This design comes from an exercise in tuning for small area and a short achievable clock period on the open sky130 flow, not from production work.
Only simulation tests tie the RTL to the original design; equivalence was not proved.

==> flow/design.v (outline; a module is shown in full before it is edited, if it fits) <==
// module chroma_upsampler: 33 lines
// module chroma_taps: 711 lines
// module chroma_interp: 461 lines
// module rgb_converter: 2145 lines
// module luma_scale: 446 lines
// module yuv_to_rgb_core: 180 lines
module yuv_to_rgb_core (
	input  logic                CLOCK_50_I,
	input  logic                resetn,
	input  logic                pair_strobe,
	input  pixel_pkg::sample_t  y_even,
	input  pixel_pkg::sample_t  y_odd,
	input  pixel_pkg::sample_t  u_in,
	input  pixel_pkg::sample_t  v_in,
	output logic                rgb_strobe,
	output pixel_pkg::channel_t r_even,
	output pixel_pkg::channel_t g_even,
	output pixel_pkg::channel_t b_even,
	output pixel_pkg::channel_t r_odd,
	output pixel_pkg::channel_t g_odd,
	output pixel_pkg::channel_t b_odd
);
  // ...
==> flow/run.sh <==
#!/bin/bash
# synth_recipe.tcl (not shown) runs the flow's synth.tcl, then flattens the netlist and writes it again
# the make line also repeats each setting of config.mk as NAME=value (left out here)
make -C /OpenROAD-flow-scripts/flow DESIGN_CONFIG=/design/flow/config.mk WORK_HOME=/design/flow/orfs CLKGATE_MAP_FILE= SYNTH_SCRIPT=/design/flow/synth_recipe.tcl finish
==> flow/config.mk <==
export PLATFORM = sky130hd
export DESIGN_NAME = yuv_to_rgb_core
export DESIGN_NICKNAME = yuv_to_rgb_core
export VERILOG_FILES = /design/flow/design.v
export SDC_FILE = /design/flow/constraint.sdc
export NUM_CORES = 4
export LEC_CHECK = 0
export CAP_MARGIN = 20
export CORE_MARGIN = 2
export CORE_UTILIZATION = 40
export SLEW_MARGIN = 20
==> flow/constraint.sdc <==
create_clock -name core_clock -period 11.5 [get_ports {CLOCK_50_I}]
set_input_delay 2.3000 -clock core_clock [delete_from_list [all_inputs] [get_ports {CLOCK_50_I}]]
set_output_delay 2.3000 -clock core_clock [all_outputs]
set_load 0.01 [all_outputs]
==> run summary, run 1 <==
WP data required = 12010 ps
Layout Cells excl Fill = 3796
r2r startpoint = u_odd_s2[4]
Post-DRT Antenna Nets = 0
Adder-Cell Fraction of Synth Area = 0.438
Peak Freq = 0.180 GHz
top cell type's share of synthesized area = 0.266
hold_buf cts = 0
Synth Register Bits = 374
Util after Layout = 0.453
Post-Syn Nets = 3507
first-pass GRT wire length = 105000 µm
RSZ-0062 raised after global routing = no
Gates resized, CTS repair = 0
Max Cap Viol = 0
ys flop type = dfxtp_1
CTS tree = yes
fraction of area in multi-input gates = 0.544
clk root buf = clkbuf_16
top cells by count, synth = 694 x inv_1, 409 x ha_1, 398 x fa_1
largest net degree at the start of global routing = 81
status = timing/DRC/antenna clean
Final Hold Fails = 0
CP endpoint = g_odd[6]
==> inputs of run 2 (changes only) <==
--- a/flow/config.mk
+++ b/flow/config.mk
@@ -5,7 +5,9 @@
 export SDC_FILE = /design/flow/constraint.sdc
 export NUM_CORES = 4
 export LEC_CHECK = 0
+export ABC_AREA = 1
 export CAP_MARGIN = 20
 export CORE_MARGIN = 2
-export CORE_UTILIZATION = 40
+export CORE_UTILIZATION = 65
+export PLACE_DENSITY = 0.75
 export SLEW_MARGIN = 20
==> run summary, run 2 <==
crit-path max cell delay = 630 ps
top cells by count, synth = 897 x inv_1, 551 x nand2_1, 409 x ha_1
dominant cell type by area after synthesis = fa_1
mux share of post-synthesis cell area = 0
total number of vias = 21515
critical path endpoint category = register
CP startpoint = u_even_s2[3]
final RePlAce weighted congestion = 0.952
Vias/cell = 5.24
layout cells sized above 1 = 0.0458
Post-Syn Nets = 4178 (+19%)
Max Cap Viol = 0 (unchanged)
dpl ws = 6820 ps
Die Width = 224 µm
mapped cell area = 31600 µm²
CP Class = register to register
Worst Max-Slew Pin Slew = 974 ps
delay-heaviest family, CP = adder cells
number of H-tree levels = 2
Slew HR = 0.351
post-route cell area = 34700 µm²
CP endpoint = g_even[6]
PortBufs = 83
DPL Wire Length = 53800 µm
r2r startpoint = u_even_s2[3]
stages on the worst setup path = 18
top cell type's share of synthesized area = 0.252 (-0.0143)
count leader, synth = inv_1
Nets = 4302
Post-synth EDFFs = 144
FFs w/ async S/R, synth = 0.0374
Clock Sinks = 374
drt drc = 0
clk buf depth = 3
Ports = 84
drt total wl = 66700 µm
Min Clock Period, post-route = 4690 ps
Synth-to-Final Area Change = 9.70%
Routed WL per cell = 16.2 µm
Most Frequent Cell on Critical Path = fa_1
Worst R2R Path Depth = 18
Gates resized, CTS repair = 0 (unchanged)
Hold/Removal Path Class = register to register
post-route setup TNS = 0 ps
Final Hold Fails = 0 (unchanged)
sequential area share after synthesis = 0.285
CTS Buf Count = 42
clk root buf = clkbuf_16
Worst EP arrival = 5170 ps
final period utilization = 0.408
clk_skew = 27.6 ps
Synth Register Bits = 374 (unchanged)
vias in the first global route = 23171
Placed Area = 33200 µm²
Clock transition at path regs = 60 ps
setup violators final = 0
Slew Limit Fails = 0
Skew-Pair Late Insertion Delay = 600 ps
CTS tree = yes
die area = 50400 µm²
FF-to-FF End = g_even[6]
gr usage total = 0.279
synth warn = 6
multi-input logic area = 19200 µm²
GR Overflow Total = 0
Distinct cells, synth = 45
CP cell instances = inv_1 > fa_1 > inv_1 > fa_1 > fa_1 > fa_1 > ha_1 > nand2_1 > nor2_4 > inv_2 > nor4_4 > nand2_1 > nand2_1 > nand2_2 > nand2_4 > nand2_2 > nor2_2 > nor2_2
Cells after Synth = 3336
Buf/Inv on CP = 3
commonest non-fill, non-tap cell in the layout = inv_1
ranking of synthesized cells by area = fa_1 25%, ha_1 16%, dfxtp_1 14%
main combinational cell family by area after synthesis = adder cells
Rows = 80
WP data required = 11990 ps (-20 ps)
slowest CP cell = fa_1
ys flop type = dfxtp_1
Initial Util = 0.660
critical path startpoint category = register
hold_buf cts = 0 (unchanged)
Layout Cells excl Fill = 4109 (+8.2%)
first-pass iteration count of the detailed router = 6
compound-gate portion of the synthesized area = 0.0468
commonest non-fill, non-tap cells in the layout = 897 x inv_1, 550 x nand2_1, 409 x ha_1
Largest regs = u_upsampler.win: 40 flops, v_upsampler.win: 40 flops
Diodes inserted = 0
FF+latch area = 9010 µm²
Syn Area/Cell = 9.47 µm²
Adder-Cell Fraction of Synth Area = 0.414 (-0.0235)
Core ar. = 47800 µm²
status = timing/DRC/antenna clean
Peak Freq = 0.213 GHz (+19%)
first-pass GRT wire length = 112000 µm (+6.5%)
Die Ht = 224 µm
Setup Buffers After CTS = 0
Post-DRT Antenna Nets = 0 (unchanged)
Synth Area in XOR/XNOR = 0.0194
RSZ-0062 raised after global routing = no
Fill cells = 3466
DR iter-0 viols = 1135
largest net degree at the start of global routing = 69 (-15%)
initial antenna violation count = 0
simple-gate portion of the synthesized area = 0.126
placed cells = 4031
maximum fanout along the worst path = 8
setup ws final = 6810 ps
## run 2: layout make-up
| cell class | instances | area share |
|---|---|---|
| clock inverters | 23 | 0.00751 |
| clock buffers | 55 | 0.0342 |
| flip-flops and latches | 374 | 0.260 |
| well taps | 615 | 0.0222 |
| repair buffers | 89 | 0.0253 |
| multi-input cells | 2046 | 0.553 |
| inverters | 907 | 0.0982 |
## run 2: cells by family (layout without fill, tap and decap cells)
kind of cell / count (synthesis) / after routing
buffers and inverters: 916 / 1074
AO/OA/AOI/OAI: 246 / 246
adder cells (fa/ha/maj): 807 / 807
AND/OR/NAND/NOR: 923 / 923
XOR/XNOR: 70 / 70
flip-flops: 374 / 374
## run 2: worst min path at each step
| stage | start | end | slack (ps) | cells past startpoint |
|---|---|---|---|---|
| 5_1_grt | ly_odd[2][7] | y_odd_s1[7] | 350 | 0 |
| 6_report | ly_even[2][2] | y_even_s1[2] | 340 | 0 |
| 3_3_place_gp | ly_even[2][5] | y_even_s1[5] | 330 | 0 |
| 2_1_floorplan | ly_even[2][0] | y_even_s1[0] | 320 | 0 |
| 3_5_place_dp | ly_even[2][0] | y_even_s1[0] | 330 | 0 |
| 4_1_cts | ly_even[2][2] | y_even_s1[2] | 340 | 0 |
## run 2: metrics by stage
stage               hold WS, ps  utilization
finish                      339        0.725
global route                349        0.725
CTS                         341        0.725
detailed placement          327        0.694
global placement            327        0.694
floorplan                   323            -
## run 2: layer usage
metal  global-route usage  wire [µm]  vias to the layer above
li1                     -          -                    10440
met1                0.345      27600                    10463
met2                0.495      33700                      458
met3               0.0384       2830                      154
met4                0.111       2510                        0
met5                    0          0                        -
==> inputs of run 3 (changes only) <==
--- a/flow/config.mk
+++ b/flow/config.mk
@@ -8,6 +8,5 @@
 export ABC_AREA = 1
 export CAP_MARGIN = 20
 export CORE_MARGIN = 2
-export CORE_UTILIZATION = 65
-export PLACE_DENSITY = 0.75
+export CORE_UTILIZATION = 40
 export SLEW_MARGIN = 20
==> run summary, run 3 <==
met2 Use GR = 0.264 (-0.231)
first-pass GRT wire length = 106000 µm (-5.5%)
Worst Max-Slew Pin Slew = 963 ps (-10.7 ps)
ys flop type = dfxtp_1
Final Hold Fails = 0 (unchanged)
Worst EP arrival = 5030 ps (-140 ps)
initial antenna violation count = 2 (+2)
Routed WL per cell = 13.7 µm (-16%)
multi-input logic area = 19200 µm² (unchanged)
critical path endpoint category = register
Ports = 84 (unchanged)
Syn Area/Cell = 9.47 µm² (unchanged)
layout cells sized above 1 = 0.0488 (+0.00305)
top cell type's share of synthesized area = 0.252 (unchanged)
Peak Freq = 0.218 GHz (+2.4%)
hold_sp = ly_even[2][3]
Setup Buffers After CTS = 0 (unchanged)
Rows = 103 (+29%)
DR iter-0 viols = 893 (-21%)
Gates resized, CTS repair = 0 (unchanged)
Distinct cells, synth = 45 (unchanged)
Fin Hold WS = 339 ps (-0.532 ps)
final RePlAce weighted congestion = 0.880 (-7.5%)
Top Usage Layer GRT = met2
Largest regs = u_upsampler.win: 40 flops, v_upsampler.win: 40 flops
CTS Buf Count = 45 (+7.1%)
FF+latch area = 9010 µm² (unchanged)
Initial Util = 0.402 (-0.258)
WP data required = 11950 ps (-40 ps)
sequential area share after synthesis = 0.285 (unchanged)
CTS tree = yes
Die Width = 285 µm (+27%)
CP Class = register to register
Min Clock Period, post-route = 4580 ps (-110 ps)
vias in the first global route = 20920 (-9.7%)
RSZ-0062 raised after global routing = no
status = timing/DRC/antenna clean
met3 Usage GRT = 0.0198 (-0.0186)
Max Cap Viol = 0 (unchanged)
DPL Wire Length = 51800 µm (-3.7%)
clk_skew = 49.7 ps (+22.1 ps)
Cells after Synth = 3336 (unchanged)
Synth Register Bits = 374 (unchanged)
synth warn = 6 (unchanged)
clk root buf = clkbuf_16
Vias/cell = 4.49 (-14%)
Post-DRT Antenna Nets = 0 (unchanged)
drt total wl = 62300 µm (-6.5%)
number of H-tree levels = 2 (unchanged)
Hold/Removal Path Class = register to register
Synth-to-Final Area Change = 11.7%
count leader, synth = inv_1
Core ar. = 78600 µm² (+64%)
ranking of synthesized cells by area = fa_1 25%, ha_1 16%, dfxtp_1 14%
Clock Sinks = 374 (unchanged)
FFs w/ async S/R, synth = 0.0374 (unchanged)
mapped cell area = 31600 µm² (unchanged)
drt drc = 0 (unchanged)
commonest non-fill, non-tap cells in the layout = 897 x inv_1, 550 x nand2_1, 409 x ha_1
setup violators final = 0 (unchanged)
largest net degree at the start of global routing = 68 (-1.4%)
maximum fanout along the worst path = 8 (unchanged)
Slew Limit Fails = 0 (unchanged)
CP startpoint = u_even_s2[3]
CP cell instances = inv_1 > fa_1 > inv_1 > fa_1 > fa_1 > fa_1 > ha_1 > nand2_1 > nor2_4 > inv_2 > nor4_4 > nand2_1 > nand2_1 > nand2_2 > nand2_4 > nand2_2 > nor2_2 > nor2_2
slowest CP cell = fa_1
top cells by count, synth = 897 x inv_1, 551 x nand2_1, 409 x ha_1
Diodes inserted = 0 (unchanged)
total number of vias = 20435 (-5.0%)
Post-synth EDFFs = 144 (unchanged)
Die Ht = 285 µm (+27%)
die area = 81300 µm² (+61%)
crit-path max cell delay = 620 ps (about the same)
Nets = 4307 (+0.12%)
r2r startpoint = u_even_s2[3]
Post-Syn Nets = 4178 (unchanged)
Most Frequent Cell on Critical Path = fa_1
PortBufs = 83 (unchanged)
post-route setup TNS = 0 ps (unchanged)
critical path startpoint category = register
clk buf depth = 3 (unchanged)
met1 Track Usage GR = 0.221 (-0.124)
dominant cell type by area after synthesis = fa_1
hold_buf cts = 0 (unchanged)
Skew-Pair Late Insertion Delay = 590 ps (about the same)
gr usage total = 0.161 (-0.118)
Clock transition at path regs = 60 ps (about the same)
GR Overflow Total = 0 (unchanged)
first-pass iteration count of the detailed router = 5 (-1)
commonest non-fill, non-tap cell in the layout = inv_1
Fill cells = 7545 (+120%)
final period utilization = 0.398 (-0.00955)
Slew HR = 0.357 (+0.00643)
run 3: cell types whose count changed in the layout (fill, tap and decap cells not counted), sizes merged:
cell,delta
buf,+2
clkbuf,-1
clkinv,+4
clkinvlp,-4
inv,+6
run 3: worst paths after layout:
path | end | slack [ps] | cells after the start
setup / recovery | g_even[6] | 6920 | 18
hold / removal | y_even_s1[3] | 340 | 0
setup reg to reg | g_even[6] | 6920 | 18
hold reg to reg | y_even_s1[3] | 340 | 0
max in group asynchronous | flush_cnt[0] | 9010 | 1
min in group asynchronous | flush_cnt[1] | 2100 | 1
run 3: cell type report:
type / instances / share of cell area
multi-input cells: 2046 / 0.543
flip-flops and latches: 374 / 0.255
inverters: 907 / 0.0964
well taps: 1050 / 0.0372
clock buffers: 54 / 0.0343
repair buffers: 91 / 0.0252
clock inverters: 29 / 0.00893
run 3: worst max-delay path, delay by kind of cell (launching register included):
family                   cells  cell delay [ps]
buffers and inverters        3              490
flip-flops                   1              570
adder cells (fa/ha/maj)      5             2440
AND/OR/NAND/NOR             10              950
run 3: logic make-up (layout without fill, tap and decap cells):
group           count (synthesis)  after routing  share of synthesized area
simple gates                  923            923                      0.126
buf+inv                       916           1081                      0.109
fa+ha+maj                     807            807                      0.414
flops                         374            374                      0.285
compound gates                246            246                     0.0468
xor+xnor                       70             70                     0.0194
run 3: per-stage QoR:
step / setup WS [ps] / cell area, µm² / util / std cells
after detailed placement: 6880 / 33800 / 0.430 / 4468
after CTS: 6870 / 35300 / 0.449 / 4551
after floorplan: 7300 / 31600 / - / 3336
after global routing: 6560 / 35300 / 0.449 / 4551
final: 6920 / 35300 / 0.449 / 4551
after global placement: 6910 / 33800 / 0.430 / 4468
run 3: metal layers:
layer / wire, µm / up-vias
met5: 0 / -
met1: 30000 / 9583
met2: 28200 / 294
li1: - / 10455
met3: 2160 / 103
met4: 1980 / 0
==> inputs of run 4 (changes only) <==
==> flow/flow/run.sh (new file) <==
#!/bin/bash
# Standard layout, with one extra step between synthesis and floorplan:
# flow/polarity.py re-polarises the full-adder cells of the standard
# synthesis netlist to drop the inverters synthesis leaves between them.
# Each tool's output goes to a log of its own in this folder.
set -e
R=orfs/results/$FLOW_PLATFORM/yuv_to_rgb_core/base
bash standard.sh synth > 1_synth_std.log 2>&1
cp $R/1_2_yosys.v 1_2_yosys_std.v
python3 flow/polarity.py 1_2_yosys_std.v $R/1_2_yosys.v > polarity.log 2>&1
export SETUP_SLACK_MARGIN=7.5
bash standard.sh finish > finish.log 2>&1
==> flow/flow/polarity.py (new file) <==
#!/usr/bin/env python3
"""Re-polarise full adders in a flat Yosys netlist of sky130 cells.

A full adder is self-dual: FA(~a, ~b, ~c) = (~sum, ~cout).  Synthesis leaves
many inverters between adder cells; this pass chooses, for every fa cell,
whether it computes its signals true or complemented, so that as few nets as
possible need an inverter, then rebuilds the inverters.  The logic function
of every port and register input is unchanged.

usage: polarity.py IN.v OUT.v"""
import re
import sys

INV_RE = re.compile(r"^sky130_fd_sc_hd__inv_\d+$")
FA_RE = re.compile(r"^sky130_fd_sc_hd__fa_\d+$")
OUT_PINS = {"X", "Y", "Q", "Q_N", "SUM", "COUT", "HI", "LO", "GCLK"}

src = open(sys.argv[1]).read()

mod_start = src.index("module ")
body_start = src.index(";", mod_start) + 1
end_idx = src.rindex("endmodule")
header = src[:body_start]
body = src[body_start:end_idx]

# statements of the module body, split on ';' outside of parentheses is not
# needed: yosys writes one statement per ';'
stmts = [s for s in body.split(";")]
cell_re = re.compile(r"^\s*(sky130_fd_sc_hd__\w+)\s+(\S+)\s*\((.*)\)\s*$", re.S)
pin_re = re.compile(r"\.(\w+)\(\s*(.*?)\s*\)\s*(?:,|$)", re.S)

cells = []      # [type, name, {pin: net}]
other = []      # statements kept verbatim (declarations, assigns)
port_nets = set()
for s in stmts:
    st = s.strip()
    if not st:
        continue
    m = cell_re.match(st)
    if m:
        pins = {}
        for p, n in pin_re.findall(m.group(3)):
            pins[p] = n.strip()
        cells.append([m.group(1), m.group(2), pins])
    else:
        other.append(s)
        mm = re.match(r"^\s*(input|output|inout)\s+(\[[^\]]*\]\s*)?(.+)$", st, re.S)
        if mm:
            port_nets.add(mm.group(3).strip())

def base(net):
    # port 'foo' referenced as 'foo[3]'
    b = re.sub(r"\s*\[\d+\]$", "", net)
    return b

# nets named in assigns are left alone
assign_nets = set()
for s in other:
    if s.strip().startswith("assign"):
        for tok in re.findall(r"(\\\S+|[A-Za-z_][\w$.]*(?:\s*\[\d+\])?)", s.strip()[6:]):
            assign_nets.add(tok.strip())
            assign_nets.add(base(tok.strip()))

def fixed_net(net):
    return net in port_nets or base(net) in port_nets or net in assign_nets or base(net) in assign_nets

driver = {}
for ci, (t, name, pins) in enumerate(cells):
    for p, n in pins.items():
        if p in OUT_PINS:
            driver[n] = (ci, p)

# inverters that can be dissolved: input and output are plain internal nets
inv_of = {}   # output net -> input net
dissolve = set()
for ci, (t, name, pins) in enumerate(cells):
    if INV_RE.match(t) and "A" in pins and "Y" in pins and not fixed_net(pins["Y"]):
        inv_of[pins["Y"]] = pins["A"]
        dissolve.add(ci)

def root_of(net):
    par = 0
    seen = 0
    while net in inv_of and seen < 100:
        net = inv_of[net]
        par ^= 1
        seen += 1
    return net, par

fa_cells = [ci for ci, c in enumerate(cells) if FA_RE.match(c[0])]
is_fa = set(fa_cells)
fa_in = ("A", "B", "CIN")
fa_out = ("SUM", "COUT")

# consumer pins: (cell, pin) -> (root, parity)
cons = {}
for ci, (t, name, pins) in enumerate(cells):
    if ci in dissolve:
        continue
    for p, n in pins.items():
        if p in OUT_PINS:
            continue
        cons[(ci, p)] = root_of(n)
# inverters kept (fixed outputs) consume as normal cells: already covered

# polarity per fa cell
pol = {ci: 0 for ci in fa_cells}

def drv_pol(root):
    d = driver.get(root)
    if d and d[0] in is_fa:
        return pol[d[0]]
    return 0

# the FA outputs root nets: which roots does each FA drive
fa_roots = {ci: [cells[ci][2][p] for p in fa_out if p in cells[ci][2]] for ci in fa_cells}
root_cons = {}
for k, (r, par) in cons.items():
    root_cons.setdefault(r, []).append(k)

def need(k):
    ci, p = k
    r, par = cons[k]
    if ci in is_fa and p in fa_in:
        return par ^ pol[ci]
    return par

def root_cost(r):
    dp = drv_pol(r)
    for k in root_cons.get(r, []):
        if need(k) != dp:
            return 1
    return 0

def fa_touch(ci):
    rs = set(fa_roots[ci])
    for p in fa_in:
        if (ci, p) in cons:
            rs.add(cons[(ci, p)][0])
    return rs

def total():
    return sum(root_cost(r) for r in root_cons)

before = total()
touch = {ci: fa_touch(ci) for ci in fa_cells}


def delta(ci):
    rs = touch[ci]
    c0 = sum(root_cost(r) for r in rs)
    pol[ci] ^= 1
    c1 = sum(root_cost(r) for r in rs)
    pol[ci] ^= 1
    return c1 - c0


def descend():
    improved = True
    while improved:
        improved = False
        for ci in fa_cells:
            if delta(ci) < 0:
                pol[ci] ^= 1
                improved = True


# greedy descent, then annealing that accepts sideways and rare uphill moves
import random
rng = random.Random(1)
descend()
best_cost = total()
best = dict(pol)
cur = best_cost
temp = 1.0
for step in range(200000):
    ci = fa_cells[rng.randrange(len(fa_cells))]
    d = delta(ci)
    if d <= 0 or rng.random() < pow(2.718, -d / temp):
        pol[ci] ^= 1
        cur += d
        if cur < best_cost:
            best_cost = cur
            best = dict(pol)
    temp = max(0.05, 1.0 - step / 150000.0)
pol.update(best)
descend()
after = total()

# rebuild: FA polarity flip means its logical output root now carries the
# complement on the same net; every consumer pin gets the net or a shared
# inverter of it
new_inv = {}
out_cells = []
ninv = 0
def inv_net(r):
    global ninv
    if r not in new_inv:
        nm = f"_pol_n{ninv}_"
        new_inv[r] = nm
        ninv += 1
    return new_inv[r]

for ci, (t, name, pins) in enumerate(cells):
    if ci in dissolve:
        continue
    newpins = dict(pins)
    for p in pins:
        if p in OUT_PINS:
            continue
        r, par = cons[(ci, p)]
        if need((ci, p)) == drv_pol(r):
            newpins[p] = r
        else:
            newpins[p] = inv_net(r)
    out_cells.append((t, name, newpins))

def esc(n):
    # escaped identifiers end at white space
    return n + " " if n.startswith("\\") else n


lines = [header]
for s in other:
    lines.append(s + ";")
for r, nm in new_inv.items():
    lines.append(f"\n  wire {nm};")
for i, (r, nm) in enumerate(new_inv.items()):
    lines.append(f"\n  sky130_fd_sc_hd__inv_1 _pol_i{i}_ (\n    .A({esc(r)}),\n    .Y({nm})\n  );")
for t, name, pins in out_cells:
    pl = ",\n".join(f"    .{p}({esc(n)})" for p, n in pins.items())
    lines.append(f"\n  {t} {name} (\n{pl}\n  );")
lines.append("\nendmodule\n")
open(sys.argv[2], "w").write("".join(lines))
flipped = sum(pol.values())
sys.stderr.write(f"polarity: {len(fa_cells)} fa cells, {flipped} flipped; "
                 f"inverters {len(dissolve)} dissolved, {len(new_inv)} rebuilt "
                 f"(complemented nets {before} -> {after})\n")
==> flow/standard.sh (new file) <==
#!/bin/bash
# synth_recipe.tcl (not shown) runs the flow's synth.tcl, then flattens the netlist and writes it again
# the make line also repeats each setting of config.mk as NAME=value (left out here)
make -C /OpenROAD-flow-scripts/flow DESIGN_CONFIG=/design/flow/config.mk WORK_HOME=/design/flow/orfs CLKGATE_MAP_FILE= SYNTH_SCRIPT=/design/flow/synth_recipe.tcl "${@:-finish}"
removed: flow/run.sh
==> run summary, run 4 <==
status = timing/DRC/antenna clean
hold_buf cts = 0 (unchanged)
placed cells = 3983 (-11%)
vias in the first global route = 20373 (-2.6%)
first-pass iteration count of the detailed router = 5 (unchanged)
clk_skew = 31.4 ps (-18.3 ps)
Skew-Pair Late Insertion Delay = 600 ps (about the same)
layout cells sized above 1 = 0.142 (+0.0930)
crit-path max cell delay = 600 ps (-20 ps)
Worst Max-Slew Pin Slew = 1030 ps (+68.3 ps)
Synth-to-Final Area Change = 18.1%
Max Cap Viol = 0 (unchanged)
Rows = 100 (-2.9%)
Core ar. = 74400 µm² (-5.3%)
Buf/Inv on CP = 4 (+1)
RSZ-0062 raised after global routing = yes
gr usage total = 0.171 (+0.0107)
Peak Freq = 0.246 GHz (+13%)
Diodes inserted = 0 (unchanged)
largest net degree at the start of global routing = 72 (+5.9%)
CTS Buf Count = 46 (+2.2%)
Most Frequent Cell on Critical Path = fa_2
Worst EP arrival = 4590 ps (-440 ps)
Slew Limit Fails = 0 (unchanged)
initial antenna violation count = 1 (-1)
Ports = 84 (unchanged)
Die Ht = 278 µm (-2.4%)
CP Class = register to register
Final Hold Fails = 0 (unchanged)
DPL Wire Length = 51500 µm (-0.66%)
final RePlAce weighted congestion = 0.915 (+3.9%)
commonest non-fill, non-tap cell in the layout = nand2_1
Die Width = 278 µm (-2.4%)
number of H-tree levels = 2 (unchanged)
first-pass GRT wire length = 106000 µm (+0.21%)
PortBufs = 83 (unchanged)
Routed WL per cell = 15.4 µm (+13%)
setup violators final = 0 (unchanged)
Hold/Removal Path Class = register to register
post-route setup TNS = 0 ps (unchanged)
clk buf depth = 3 (unchanged)
WP data required = 12020 ps (+70 ps)
Vias/cell = 4.74 (+5.5%)
Initial Util = 0.404 (+0.00233)
delay-heaviest family, CP = adder cells
CP cell instances = clkinvlp_4 > fa_1 > fa_2 > fa_2 > fa_2 > ha_4 > nand2_4 > nor2_4 > inv_2 > nor4_4 > buf_4 > a21oi_4 > o21ai_4 > nand2_1 > inv_1
critical path endpoint category = register
final period utilization = 0.354 (-0.0443)
Nets = 4041 (-6.2%)
DR iter-0 viols = 816 (-8.6%)
synth warn = 6 (unchanged)
Min Clock Period, post-route = 4070 ps (-509 ps)
slowest CP cell = fa_2
multi-input logic area = 19700 µm² (+2.9%)
CTS tree = yes
drt drc = 0 (unchanged)
critical path startpoint category = register
Layout Cells excl Fill = 4205 (-7.6%)
Post-Syn Nets = 3778 (-9.6%)
maximum fanout along the worst path = 8 (unchanged)
Largest regs = u_upsampler.win: 40 flops, v_upsampler.win: 40 flops
clk root buf = clkbuf_16
commonest non-fill, non-tap cells in the layout = 534 x nand2_1, 467 x inv_1, 388 x fa_1
FF+latch area = 9140 µm² (+1.5%)
drt total wl = 64900 µm (+4.1%)
Clock Sinks = 374 (unchanged)
GR Overflow Total = 0 (unchanged)
Syn Area/Cell = 10.3 µm² (+8.2%)
mapped cell area = 30100 µm² (-4.8%)
Fill cells = 6753 (-10%)
Slew HR = 0.312 (-0.0456)
total number of vias = 19925 (-2.5%)
die area = 77500 µm² (-4.7%)
Cells after Synth = 2936 (-12%)
Post-DRT Antenna Nets = 0 (unchanged)
Clock transition at path regs = 60 ps (about the same)
run 4: cell types whose count changed in the layout (fill, tap and decap cells not counted), moves of 12 or more:
| cell | previous run | this run |
|---|---|---|
| inv_1 | 897 | 467 |
| buf_4 | 8 | 138 |
| dfxtp_1 | 216 | 174 |
| dfxtp_4 | 0 | 34 |
| ha_1 | 409 | 383 |
| clkinvlp_4 | 2 | 26 |
| ha_4 | 0 | 24 |
| nand2_1 | 550 | 534 |
| nand2_2 | 22 | 34 |
run 4: final cells by class:
cell class                      instances  area share
Clock buffer                           55      0.0351
Clock inverter                         30     0.00897
Tap cell                              969      0.0341
Timing Repair Buffer                  224      0.0537
Inverter                              507      0.0565
Multi-Input combinational cell       2046       0.554
Sequential cell                       374       0.257
run 4: final timing paths:
kind,slack [ps],start,cells past startpoint,end
min in group asynchronous,2100,resetn,1,rgb_strobe
hold / removal,340,ly_odd[2][1],0,y_odd_s1[1]
setup / recovery,7430,u_even_s2[6],15,g_even[4]
max in group asynchronous,8980,resetn,1,flush_cnt[0]
hold reg to reg,340,ly_odd[2][1],0,y_odd_s1[1]
setup reg to reg,7430,u_even_s2[6],15,g_even[4]
run 4: stage by stage:
step / hold WS [ps] / setup WS [ps] / util / area (µm²)
global placement: 324 / 6970 / 0.432 / 32200
global route: 344 / 7280 / 0.478 / 35600
CTS: 336 / 7400 / 0.460 / 34200
floorplan: 323 / 7520 / - / 30100
detailed placement: 327 / 6950 / 0.432 / 32200
finish: 337 / 7430 / 0.478 / 35600
run 4: worst register-to-register path: cells and delay by family, from the launching register on:
kind	cells	cell delay (ps)
fa+ha+maj	5	2370
simple gates	4	540
flops	1	380
buf+inv	4	380
compound gates	2	310
run 4: layer usage:
layer,GRT usage,part of all wire,vias up
met4,0.0503,0.029,0
met2,0.291,0.48,330
met1,0.227,0.45,9567
met5,0,0,-
met3,0.0256,0.038,98
li1,-,-,9930
run 4: timing repair:
item | CTS | global route
pin swaps | 9 | 88
setup buffers | 38 | 99
cloned | 0 | 0
gates resized for setup | 78 | 139
setup endpoints to repair | 70 | 64
==> inputs of run 5 (changes only) <==
--- a/flow/flow/run.sh
+++ b/flow/flow/run.sh
@@ -8,5 +8,4 @@
 bash standard.sh synth > 1_synth_std.log 2>&1
 cp $R/1_2_yosys.v 1_2_yosys_std.v
 python3 flow/polarity.py 1_2_yosys_std.v $R/1_2_yosys.v > polarity.log 2>&1
-export SETUP_SLACK_MARGIN=7.5
 bash standard.sh finish > finish.log 2>&1
==> run summary, run 5 <==
post-route setup TNS = 0 ps (unchanged)
synth warn = 6 (unchanged)
WP data required = 11960 ps (-60 ps)
met3 WL post-DR = 2080 µm (-15%)
DPL Wire Length = 50400 µm (-2.0%)
Hold/Removal Path Class = register to register
first-pass GRT wire length = 103000 µm (-3.0%)
status = timing/DRC/antenna clean
Die Width = 278 µm (unchanged)
gr usage total = 0.165 (-0.00605)
die area = 77500 µm² (unchanged)
Die Ht = 278 µm (unchanged)
dpl ws = 6910 ps (-42.1 ps)
first-pass iteration count of the detailed router = 5 (unchanged)
Worst EP arrival = 5020 ps (+430 ps)
clk_skew = 40.1 ps (+8.70 ps)
Largest regs = u_upsampler.win: 40 flops, v_upsampler.win: 40 flops
Rows = 100 (unchanged)
Slew Limit Fails = 0 (unchanged)
Ports = 84 (unchanged)
met1 WL = 28900 µm (-2.0%)
maximum fanout along the worst path = 11 (+3)
uppermost layer routed = met4
GR Overflow Total = 0 (unchanged)
setup violators final = 0 (unchanged)
met2 wire length = 29000 µm (-6.4%)
Core ar. = 74400 µm² (unchanged)
CTS tree = yes
layout cells sized above 1 = 0.0500 (-0.0918)
Cells after Synth = 2936 (unchanged)
final period utilization = 0.396 (+0.0425)
Post-Syn Nets = 3778 (unchanged)
CP startpoint = u_odd_s2[7]
Fill cells = 6999 (+3.6%)
Slew HR = 0.379 (+0.0672)
Vias/cell = 4.69 (-1.1%)
commonest non-fill, non-tap cells in the layout = 550 x nand2_1, 507 x inv_1, 409 x ha_1
Routed WL per cell = 15.1 µm (-2.3%)
mapped cell area = 30100 µm² (unchanged)
Syn Area/Cell = 10.3 µm² (unchanged)
DR iter-0 viols = 879 (+7.7%)
clk buf depth = 3 (unchanged)
critical path endpoint category = register
drt drc = 0 (unchanged)
total number of vias = 19072 (-4.3%)
Synth-to-Final Area Change = 11.8%
drt total wl = 61300 µm (-5.5%)
Gates resized, CTS repair = 0 (-100%)
largest net degree at the start of global routing = 70 (-2.8%)
Max Cap Viol = 0 (unchanged)
Initial Util = 0.404 (unchanged)
setup ws final = 6940 ps (-489 ps)
Setup Buffers After CTS = 0 (-100%)
CP Class = register to register
Skew-Pair Late Insertion Delay = 600 ps (about the same)
PortBufs = 83 (unchanged)
clk root buf = clkbuf_16
final RePlAce weighted congestion = 0.874 (-4.4%)
r2r startpoint = u_odd_s2[7]
Worst Max-Slew Pin Slew = 932 ps (-99.6 ps)
hold_sp = ly_odd[2][3]
vias in the first global route = 19860 (-2.5%)
critical path startpoint category = register
Post-DRT Antenna Nets = 0 (unchanged)
hold_buf cts = 0 (unchanged)
Clock Sinks = 374 (unchanged)
number of H-tree levels = 2 (unchanged)
RSZ-0062 raised after global routing = no
Peak Freq = 0.219 GHz (-11%)
Clock transition at path regs = 50 ps (about the same)
Final Hold Fails = 0 (unchanged)
Min Clock Period, post-route = 4560 ps (+489 ps)
commonest non-fill, non-tap cell in the layout = nand2_1
CTS Buf Count = 45 (-2.2%)
initial antenna violation count = 1 (unchanged)
Nets = 3904 (-3.4%)
-- run 5: cell types whose count changed in the layout (fill, tap and decap cells not counted), sizes merged --
cell      delta
buf        -136
inv         +25
clkinvlp    -24
clkbuf       +9
clkinv       -9
bufinv       -2
diode        +1
-- run 5: worst paths after layout --
kind	to	cells after the start
worst max-delay path	g_odd[7]	17
worst min-delay path	y_odd_s1[3]	0
worst max register to register	g_odd[7]	17
worst min register to register	y_odd_s1[3]	0
max in group asynchronous	flush_cnt[0]	1
min in group asynchronous	idx[6]	1
-- run 5: routing by layer --
metal,track usage,vias to the layer above
met1,0.221,9066
met5,0,-
met2,0.283,267
met3,0.0226,74
met4,0.0419,0
li1,-,9665
-- run 5: area by class of cell --
type	instances	area (µm²)	area share
antenna	1	2.50	0.0000743
clock buffer	64	1290	0.0384
clock inverter	20	216	0.00643
inverter	507	1900	0.0565
multi-input combinational	2046	19200	0.569
sequential	374	9010	0.268
tap	969	1210	0.0360
timing repair buffer	88	868	0.0258
-- run 5: critical path, stage by stage, from the launching register on --
cell and delay (ps):
dfxtp_1 810, inv_1 210, fa_1 570, fa_1 440
fa_1 520, fa_1 490, ha_1 340, nand2_1 120
nor2_4 130, inv_1 100, nor4_4 180, nand2_1 110
nand2_1 80, nand2_2 60, nand2_4 90, nand3_1 70
nand2_1 60, inv_1 30
-- run 5: stage by stage --
| stage | area, µm² | util | instances | hold WS [ps] |
|---|---|---|---|---|
| 3_5_place_dp | 32200 | 0.432 | 3984 | 327 |
| 5_1_grt | 33700 | 0.452 | 4068 | 345 |
| 3_3_place_gp | 32200 | 0.432 | 3984 | 325 |
| 4_1_cts | 33700 | 0.452 | 4068 | 340 |
| 2_1_floorplan | 30100 | - | 2936 | 323 |
| 6_report | 33700 | 0.452 | 4069 | 338 |
==> inputs of run 6 (changes only) <==
--- a/flow/flow/run.sh
+++ b/flow/flow/run.sh
@@ -8,4 +8,5 @@
 bash standard.sh synth > 1_synth_std.log 2>&1
 cp $R/1_2_yosys.v 1_2_yosys_std.v
 python3 flow/polarity.py 1_2_yosys_std.v $R/1_2_yosys.v > polarity.log 2>&1
+export SETUP_SLACK_MARGIN=9.0
 bash standard.sh finish > finish.log 2>&1
==> run summary, run 6 <==
Core ar. = 74400 µm² (unchanged)
DPL Wire Length = 52800 µm (+4.7%)
gr usage total = 0.184 (+0.0189)
Slew HR = 0.348 (-0.0312)
drt total wl = 69200 µm (+13%)
first-pass GRT wire length = 113000 µm (+10%)
PortBufs = 83 (unchanged)
Cells after Synth = 2936 (unchanged)
setup ws final = 7600 ps (+656 ps)
DR iter-0 viols = 823 (-6.4%)
Largest regs = u_upsampler.win: 40 flops, v_upsampler.win: 40 flops
Clock transition at path regs = 60 ps (about the same)
FF-to-FF End = g_odd[0]
CP Class = register to register
GR Overflow Total = 0 (unchanged)
Hold Crit Depth = 0 (unchanged)
Die Width = 278 µm (unchanged)
commonest non-fill, non-tap cell in the layout = nand2_1
crit-path max cell delay = 560 ps (-250 ps)
final period utilization = 0.339 (-0.0571)
clk root buf = clkbuf_16
number of H-tree levels = 2 (unchanged)
status = timing/DRC/antenna clean
commonest non-fill, non-tap cells in the layout = 456 x nand2_1, 422 x inv_1, 348 x fa_1
largest net degree at the start of global routing = 129 (+84%)
Fill cells = 6500 (-7.1%)
CTS Buf Count = 45 (unchanged)
Max Cap Viol = 0 (unchanged)
initial antenna violation count = 0 (-1)
Syn Area/Cell = 10.3 µm² (unchanged)
die area = 77500 µm² (unchanged)
Worst EP arrival = 4380 ps (-640 ps)
Die Ht = 278 µm (unchanged)
mapped cell area = 30100 µm² (unchanged)
hold_sp = ly_odd[2][7]
Clock Sinks = 374 (unchanged)
Skew-Pair Late Insertion Delay = 600 ps (about the same)
first-pass iteration count of the detailed router = 5 (unchanged)
critical path endpoint category = register
Fin Hold WS = 328 ps (-10.4 ps)
Diodes inserted = 0 (-1)
Final Hold Fails = 0 (unchanged)
vias in the first global route = 21820 (+9.9%)
Post-Syn Nets = 3778 (unchanged)
setup violators final = 0 (unchanged)
Ports = 84 (unchanged)
dpl ws = 7440 ps (+528 ps)
Min Clock Period, post-route = 3900 ps (-656 ps)
slowest CP cell = fa_1
clk buf depth = 3 (unchanged)
Nets = 4144 (+6.1%)
CTS tree = yes
drt drc = 0 (unchanged)
Routed WL per cell = 16.1 µm (+6.6%)
post-route setup TNS = 0 ps (unchanged)
Worst R2R Path Depth = 19 (+2)
CP cell instances = inv_4 > fa_1 > fa_1 > fa_1 > fa_1 > ha_4 > nand2_2 > nand2_2 > nand2_2 > nand2_4 > nand2_4 > a21oi_4 > nor2_2 > nand2_1 > nand2_2 > nand2_4 > nand3b_1 > nand2_1 > inv_1
maximum fanout along the worst path = 8 (-3)
Initial Util = 0.404 (unchanged)
Hold/Removal Path Class = register to register
critical path startpoint category = register
r2r startpoint = u_odd_s2[7]
Worst Max-Slew Pin Slew = 978 ps (+46.8 ps)
Rows = 100 (unchanged)
Vias/cell = 4.74 (+1.1%)
Peak Freq = 0.256 GHz (+17%)
layout cells sized above 1 = 0.302 (+0.252)
total number of vias = 20419 (+7.1%)
Slew Limit Fails = 0 (unchanged)
RSZ-0062 raised after global routing = yes
synth warn = 6 (unchanged)
Hold Path Sink = y_odd_s1[7]
Post-DRT Antenna Nets = 0 (unchanged)
Synth-to-Final Area Change = 27.9%
WP data required = 11980 ps (+20 ps)
clk_skew = 26.9 ps (-13.2 ps)
final RePlAce weighted congestion = 0.890 (+1.8%)
-- run 6: critical path, delay by kind of cell (launching register included) --
family                     cells  cell delay (ps)
adders and majority gates      5             2360
and+or+nand+nor               11              820
DFF                            1              380
AOI/OAI and AO/OA              1              140
buffers and inverters          2               80
-- run 6: cell type report --
class                      count  area (µm²)  area share
sequential                   374        9270       0.241
multi-input combinational   2046       21400       0.557
clock buffer                  55        1170      0.0305
clock inverter                29         324     0.00842
tap                          969        1210      0.0315
timing repair buffer         328        3000      0.0780
inverter                     507        2080      0.0540
-- run 6: how the worst max path moves through the flow --
stage | start | end | depth (start not counted)
2_1_floorplan | u_odd_s2[7] | g_odd[6] | 19
3_3_place_gp | u_even_s2[0] | g_even[1] | 16
3_5_place_dp | u_even_s2[0] | g_even[1] | 16
4_1_cts | u_odd_s2[6] | g_odd[0] | 17
5_1_grt | u_odd_s2[7] | g_odd[0] | 19
6_report | u_odd_s2[7] | g_odd[0] | 19
-- run 6: timing repair --
item / CTS / global route
pin swaps: 163 / 189
buffers inserted: 170 / 71
hold endpoints to repair: 0 / 0
setup endpoints to repair: 199 / 185
resized for setup: 470 / 229
cloned: 1 / 0
hold buffers: 0 / 0
-- run 6: metrics by stage --
step / instance area (µm²) / utilization / instances
3_3_place_gp: 33300 / 0.448 / 3982
2_1_floorplan: 31300 / - / 2936
5_1_grt: 38500 / 0.517 / 4308
3_5_place_dp: 33300 / 0.448 / 3982
6_report: 38500 / 0.517 / 4308
4_1_cts: 37000 / 0.498 / 4237
-- run 6: routing by layer --
metal | up-vias | part of all wire | GRT usage | wire (µm)
li1 | 10145 | - | - | -
met1 | 9861 | 0.43 | 0.232 | 29900
met2 | 296 | 0.50 | 0.327 | 34900
met3 | 117 | 0.033 | 0.0249 | 2250
met4 | 0 | 0.032 | 0.0582 | 2190
met5 | - | 0 | 0 | 0
==> inputs of run 7 (changes only) <==
--- a/flow/flow/run.sh
+++ b/flow/flow/run.sh
@@ -8,5 +8,5 @@
 bash standard.sh synth > 1_synth_std.log 2>&1
 cp $R/1_2_yosys.v 1_2_yosys_std.v
 python3 flow/polarity.py 1_2_yosys_std.v $R/1_2_yosys.v > polarity.log 2>&1
-export SETUP_SLACK_MARGIN=9.0
+export SETUP_SLACK_MARGIN=8.0
 bash standard.sh finish > finish.log 2>&1
==> run summary, run 7 <==
multi-input logic area = 20800 µm² (-3.1%)
dpl ws = 7260 ps (-178 ps)
Post-Syn Nets = 3778 (unchanged)
Clock Sinks = 374 (unchanged)
Max Cap Viol = 0 (unchanged)
Largest regs = u_upsampler.win: 40 flops, v_upsampler.win: 40 flops
Initial Util = 0.404 (unchanged)
critical path endpoint category = register
layout cells sized above 1 = 0.224 (-0.0778)
drt total wl = 68100 µm (-1.6%)
hold_buf cts = 0 (unchanged)
Worst EP arrival = 4330 ps (-50 ps)
met1 WL = 30200 µm (+1.1%)
post-route setup TNS = 0 ps (unchanged)
Final Hold Fails = 0 (unchanged)
clk_skew = 23.4 ps (-3.45 ps)
GR Overflow Total = 0 (unchanged)
status = timing/DRC/antenna clean
Util after Layout = 0.500 (-0.0172)
Die Width = 278 µm (unchanged)
final period utilization = 0.336 (-0.00325)
setup violators final = 0 (unchanged)
mapped cell area = 30100 µm² (unchanged)
CTS tree = yes
Synth-to-Final Area Change = 23.6%
first-pass iteration count of the detailed router = 7 (+2)
Cells after Synth = 2936 (unchanged)
Post-DRT Antenna Nets = 0 (unchanged)
Ports = 84 (unchanged)
Fill cells = 6691 (+2.9%)
Skew-Pair Late Insertion Delay = 600 ps (about the same)
synth warn = 6 (unchanged)
largest net degree at the start of global routing = 129 (unchanged)
Peak Freq = 0.259 GHz (+0.97%)
first-pass GRT wire length = 111000 µm (-1.9%)
critical path startpoint category = register
Clock transition at path regs = 60 ps (about the same)
setup ws final = 7640 ps (+37.4 ps)
final RePlAce weighted congestion = 0.897 (+0.78%)
Routed WL per cell = 16.0 µm (-0.45%)
Die Ht = 278 µm (unchanged)
gr usage total = 0.181 (-0.00365)
met3 WL post-DR = 3320 µm (+48%)
maximum fanout along the worst path = 8 (unchanged)
WP data required = 11970 ps (about the same)
commonest non-fill, non-tap cell in the layout = nand2_1
Min Clock Period, post-route = 3860 ps (-37.4 ps)
PortBufs = 83 (unchanged)
Syn Area/Cell = 10.3 µm² (unchanged)
Hold/Removal Path Class = register to register
Fin Hold WS = 338 ps (+10.5 ps)
Rows = 100 (unchanged)
Diodes inserted = 0 (unchanged)
die area = 77500 µm² (unchanged)
drt drc = 0 (unchanged)
clk root buf = clkbuf_16
DR iter-0 viols = 925 (+12%)
DPL Wire Length = 51900 µm (-1.8%)
number of H-tree levels = 2 (unchanged)
FF+latch area = 9170 µm² (-1.1%)
Core ar. = 74400 µm² (unchanged)
Nets = 4096 (-1.2%)
initial antenna violation count = 0 (unchanged)
Slew HR = 0.310 (-0.0382)
RSZ-0062 raised after global routing = yes
Worst Max-Slew Pin Slew = 1040 ps (+57.3 ps)
commonest non-fill, non-tap cells in the layout = 471 x nand2_1, 452 x inv_1, 364 x ha_1
Slew Limit Fails = 0 (unchanged)
CP Class = register to register
uppermost layer routed = met4
clk buf depth = 3 (unchanged)
met2 wire length = 32500 µm (-6.8%)
vias in the first global route = 21409 (-1.9%)
Vias/cell = 4.77 (+0.59%)
total number of vias = 20302 (-0.57%)
CTS Buf Count = 45 (unchanged)
## run 7: path summary, 6_finish.rpt
kind / startpoint / to / slack [ps] / cells after the start
setup reg to reg: u_odd_s2[7] / g_odd[6] / 7640 / 19
setup / recovery: u_odd_s2[7] / g_odd[6] / 7640 / 19
hold / removal: ly_even[2][0] / y_even_s1[0] / 340 / 0
hold reg to reg: ly_even[2][0] / y_even_s1[0] / 340 / 0
min in group asynchronous: resetn / flush_cnt[0] / 2110 / 1
max in group asynchronous: resetn / idx[6] / 8970 / 1
## run 7: final cells by class
cell class,instances,share of cell area
clock inverters,25,0.00747
repair buffers,280,0.0665
inverters,507,0.0550
flip-flops and latches,374,0.246
multi-input cells,2046,0.558
well taps,969,0.0326
clock buffers,57,0.0340
## run 7: what timing repair did
| item | in CTS | in global routing |
|---|---|---|
| setup endpoints to repair | 125 | 90 |
| endpoints found under the hold margin | 0 | 0 |
| gates cloned | 0 | 1 |
| gates resized for setup | 302 | 199 |
| buffers inserted | 145 | 48 |
| pin swaps | 137 | 162 |
## run 7: critical path: stages (launching register included)
cell and delay [ps]:
dfxtp_4 390, inv_6 40, fa_2 580, fa_2 450
fa_1 500, fa_1 440, ha_4 320, nand2_2 50
nand2_2 70, nand2_2 50, nand2_2 80, nand2_2 70
a21oi_4 140, nor2_2 70, nand2_2 70, nand2_2 60
nand2_4 130, nand2_1 80, nor2_2 100, nor2_2 40
## run 7: through the flow
stage	instance area (µm²)	std cells
after global placement	32500	3982
final	37200	4258
after floorplan	30500	2936
after global routing	37200	4258
after CTS	36100	4209
after detailed placement	32500	3982
## run 7: per-layer routing
metal / GRT usage / vias up
met5: 0 / -
met4: 0.0549 / 0
met3: 0.0343 / 106
met1: 0.234 / 9798
met2: 0.306 / 358
li1: - / 10040

## what the ideal ports hide
No port has a modelled driver above. Below, the same layouts with a new extraction and two added sets of constraints.
Step 1 assumes that a clkbuf_16 drives the clock port and a buf_2 every other input.
Step 2 times the ports against the registers' clock, not the clock port: input delays grow and output delays shrink by t, the midpoint of the rising clock arrivals with the driver on.
Slacks: ideal ports / drivers / drivers and shift; pairs: ideal ports / drivers.
| run | t (ns) | setup slack, ns | worst setup path at the end | worst data-port slew with drivers (ns) |
|---|---|---|---|---|
| run 1 | 0.639 | 5.945 / 5.945 / 5.945 | register to register | 0.04 |
| run 2 | 0.645 | 6.813 / 6.813 / 6.813 | register to register | 0.04 |
| run 3 | 0.631 | 6.923 / 6.923 / 6.923 | register to register | 0.05 |
| run 4 | 0.644 | 7.432 / 7.432 / 7.299 | input to register | 0.05 |
| run 5 | 0.645 | 6.943 / 6.943 / 6.943 | register to register | 0.06 |
| run 6 | 0.651 | 7.600 / 7.600 / 7.600 | register to register | 0.07 |
| run 7 | 0.649 | 7.637 / 7.637 / 7.637 | register to register | 0.04 |
After both steps setup and hold are still met in every run listed. For run 4, which loses most, drivers alone change the setup slack by 0.000 ns; drivers and shift together by -0.133 ns.
